Context: an optimization exercise on an open-source flow, tuned for a short achievable clock period and few clock cycles per item. The choices shown serve that exercise and are no tape-out recipe. Only simulation tests tie the RTL to the original design; equivalence was not proved.

// rv_core
module rv_core (
    input  logic              clk,
    input  logic              reset,
    input  logic              instr_valid,
    input  rv_pkg::word_t     instr,
    output logic              instr_ready,
    output logic              res_valid,
    output rv_pkg::word_t     res_pc,
    output rv_pkg::reg_addr_t res_rd,
    output logic              res_we,
    output rv_pkg::word_t     res_data,
    output rv_pkg::word_t     res_next_pc,
    input  logic              res_ready
);
    localparam int FD  = 5;           
    localparam int CAP = FD + 1;      
    logic       rst_q;                
    logic       ready_q;
    logic [3:0] inflight_q;
    logic       accept;
    logic       take;
    logic [3:0] inflight_d;
    assign instr_ready = ready_q;
    assign accept      = instr_valid && ready_q;
    assign take        = res_valid && res_ready;
    assign inflight_d  = inflight_q + {3'b0, accept} - {3'b0, take};
    logic        iv, sv;
    logic [31:0] iq, sq;
    logic [31:0] i_next;
    logic [31:0] oh1, oh2;            
    logic [31:0] iq_h, oh1_h, oh2_h;
    logic [31:0] oh1_n, oh2_n;
    logic        stall;
    logic        sv_d;
    assign sv_d   = stall ? (sv || accept) : (sv && accept);
    assign i_next = sv ? sq : instr;
    assign oh1_n  = 32'd1 << i_next[19:15];
    assign oh2_n  = 32'd1 << i_next[24:20];
  ...
For scale: roughly 4,100 flip-flops, roughly 140 I/O pins, about 0.18 mm2 of cells after synthesis.
export LEC_CHECK = 0
export CAP_MARGIN = 20
export CORE_MARGIN = 2
export CORE_UTILIZATION = 40
export PLACE_DENSITY = 0.55
export SLEW_MARGIN = 20
create_clock -name core_clock -period 12.0 [get_ports {clk}]
standard.sh (not shown) runs the stock make flow with config.mk's settings and CLKGATE_MAP_FILE= SYNTH_SCRIPT=/design/flow/synth_recipe.tcl, a recipe that flattens the netlist after the stock synthesis.
==> flow/flow/run.sh <==
#!/bin/bash
# Standard ORFS layout, with timing repair aiming at a setup slack margin
# well beyond the (loose) clock period so the resizer works the real paths.
set -euo pipefail
MARGIN=${MARGIN:-8}
bash standard.sh SETUP_SLACK_MARGIN=$MARGIN finish > orfs_make.log 2>&1
The first run never finished: it broke off in final report (6_report).
Testbench counts at the start, summed over its fixed seeds: cycles 32,452, items 32,000.
Change:
--- a/flow/design.v
+++ b/flow/design.v
@@ -302,51 +302,44 @@
     logic [3:0] inflight_q;
     logic       accept;
     logic       take;
     logic [3:0] inflight_d;
     assign instr_ready = ready_q;
     assign accept      = instr_valid && ready_q;
     assign take        = res_valid && res_ready;
     assign inflight_d  = inflight_q + {3'b0, accept} - {3'b0, take};
     logic        iv, sv;
     logic [31:0] iq, sq;
     logic [31:0] i_next;
     logic [31:0] oh1, oh2;            
-    logic [31:0] iq_h, oh1_h, oh2_h;
-    logic [31:0] oh1_n, oh2_n;
     logic        stall;
     logic        sv_d;
     assign sv_d   = stall ? (sv || accept) : (sv && accept);
     assign i_next = sv ? sq : instr;
-    assign oh1_n  = 32'd1 << i_next[19:15];
-    assign oh2_n  = 32'd1 << i_next[24:20];
     always_ff @(posedge clk) begin
         rst_q <= reset;
         if (reset) begin
             inflight_q <= '0;
             ready_q    <= 1'b1;
             iv         <= 1'b0;
             sv         <= 1'b0;
         end else begin
             inflight_q <= inflight_d;
             ready_q    <= (inflight_d < 4'(CAP)) && !sv_d;
             if (!stall) iv <= sv || accept;
             sv <= sv_d;
         end
-        iq    <= stall ? iq_h  : i_next;
-        iq_h  <= stall ? iq    : i_next;
-        oh1   <= stall ? oh1_h : oh1_n;
-        oh1_h <= stall ? oh1   : oh1_n;
-        oh2   <= stall ? oh2_h : oh2_n;
-        oh2_h <= stall ? oh2   : oh2_n;
+        iq  <= ({32{!stall}} & i_next) | ({32{stall}} & iq);
+        oh1 <= ({32{!stall}} & (32'd1 << i_next[19:15])) | ({32{stall}} & oh1);
+        oh2 <= ({32{!stall}} & (32'd1 << i_next[24:20])) | ({32{stall}} & oh2);
         if (stall ? !sv : sv) sq <= instr;
     end
     logic [31:0][31:0] regs;          
     logic [63:0][31:0] mem;
     logic [31:0]       pc_q;          
     logic        ev;
     logic [31:0] e_a, e_b, e_alub, e_imm;
     logic        e_bypa, e_bypb, e_bypb_alu;
     logic        e_bypa_sh, e_bypb_sh;     
     logic [4:0]  e_shamt;
     logic [5:0]  e_laddr;                
     logic [4:0]  e_rd;
@@ -525,50 +518,43 @@
     end
     assign regs[0] = '0;
     always_ff @(posedge clk) begin
         for (int i = 1; i < 32; i++) begin
             if (rst_q)                                     regs[i] <= '0;
             else if (wv && w_wen && (w_rd == 5'(i)))       regs[i] <= w_res;
         end
     end
     localparam int RW = 70;
     logic [RW-1:0]      w_rec;
     logic [RW-1:0]      out_q;
     logic [31:0]        out_pc;
-    logic [RW-1:0]      out_q_h;
-    logic [31:0]        out_pc_h;
     logic [FD-1:0][RW-1:0] fifo;
     logic [RW-1:0]      fifo_head;
     logic [2:0]         rp, wp;
     logic [2:0]         fc;
     logic               out_free;
     logic               out_load;
     logic [RW-1:0]      out_next;
     assign w_rec     = {w_rd, w_we, w_res, w_next};
     assign out_free  = !res_valid || res_ready;
     assign fifo_head = fifo[rp];
     assign out_load  = out_free && ((fc != 3'd0) || wv);
     assign out_next  = (fc != 3'd0) ? fifo_head : w_rec;
     always_ff @(posedge clk) begin
         for (int i = 0; i < FD; i++) begin
             if (wv && (wp == 3'(i))) fifo[i] <= w_rec;
         end
-        out_pc   <= out_load ? out_q[31:0] : out_pc_h;
-        out_pc_h <= out_load ? out_q[31:0] : out_pc;
-        out_q    <= out_load ? out_next : out_q_h;
-        out_q_h  <= out_load ? out_next : out_q;
-        if (rst_q) begin
-            out_q[31:0]   <= '0;
-            out_q_h[31:0] <= '0;
-        end
+        out_pc <= ({32{out_load}} & out_q[31:0]) | ({32{!out_load}} & out_pc);
+        out_q  <= ({RW{out_load}} & out_next) | ({RW{!out_load}} & out_q);
+        if (rst_q) out_q[31:0] <= '0;
     end
     always_ff @(posedge clk) begin
         if (reset) begin
             res_valid <= 1'b0;
             rp <= '0;
             wp <= '0;
             fc <= '0;
         end else begin
             res_valid <= (out_free && ((fc != 3'd0) || wv)) || (!out_free && res_valid);
             if (wv) wp <= (wp == 3'(FD - 1)) ? 3'd0 : wp + 3'd1;
             if (out_load) rp <= (rp == 3'(FD - 1)) ? 3'd0 : rp + 3'd1;
             fc <= fc + {2'b0, wv} - {2'b0, out_load};
What happened: With this change the flow went through all stages and came out clean. Wire length climbs by 3.2%. Area after synthesis is about the same. Global-route usage increases by 1.4 points. Via count falls by 0.59%. First-iteration DRC count rises by 3.5%. Synthesized cell count is lower by 1.8%.
Testbench counts after the change, summed over its fixed seeds: cycles 32,452, items 32,000.

what the ideal ports hide:
Ports are ideal in the flow. The routed layout listed here was re-timed in OpenROAD.
Step 1 (the two cells are an assumption about what drives the block):
set clk [get_ports {clk}]
set_driving_cell -lib_cell sky130_fd_sc_hd__clkbuf_16 $clk
set_driving_cell -lib_cell sky130_fd_sc_hd__buf_2 [delete_from_list [all_inputs] $clk]
Step 2 moves the port delays by t, midway between the first and last clock arrival at a register: inputs arrive t later, outputs are due t later. That takes back most of the time a late clock gives input paths.
Three values: ideal ports, drivers, drivers and shift; two values: the first two.
run: the second run
shift t [ns]: 1.164
setup WS [ns]: 7.757 / 7.757 / 7.139
clock arrival spread, ns: 0.137 / 0.136
cell pins on the clock port's net: 1
After both steps setup and hold are still met in the second run. The setup slack of the second run moves by 0.000 ns with the drivers and by -0.618 ns with both steps.
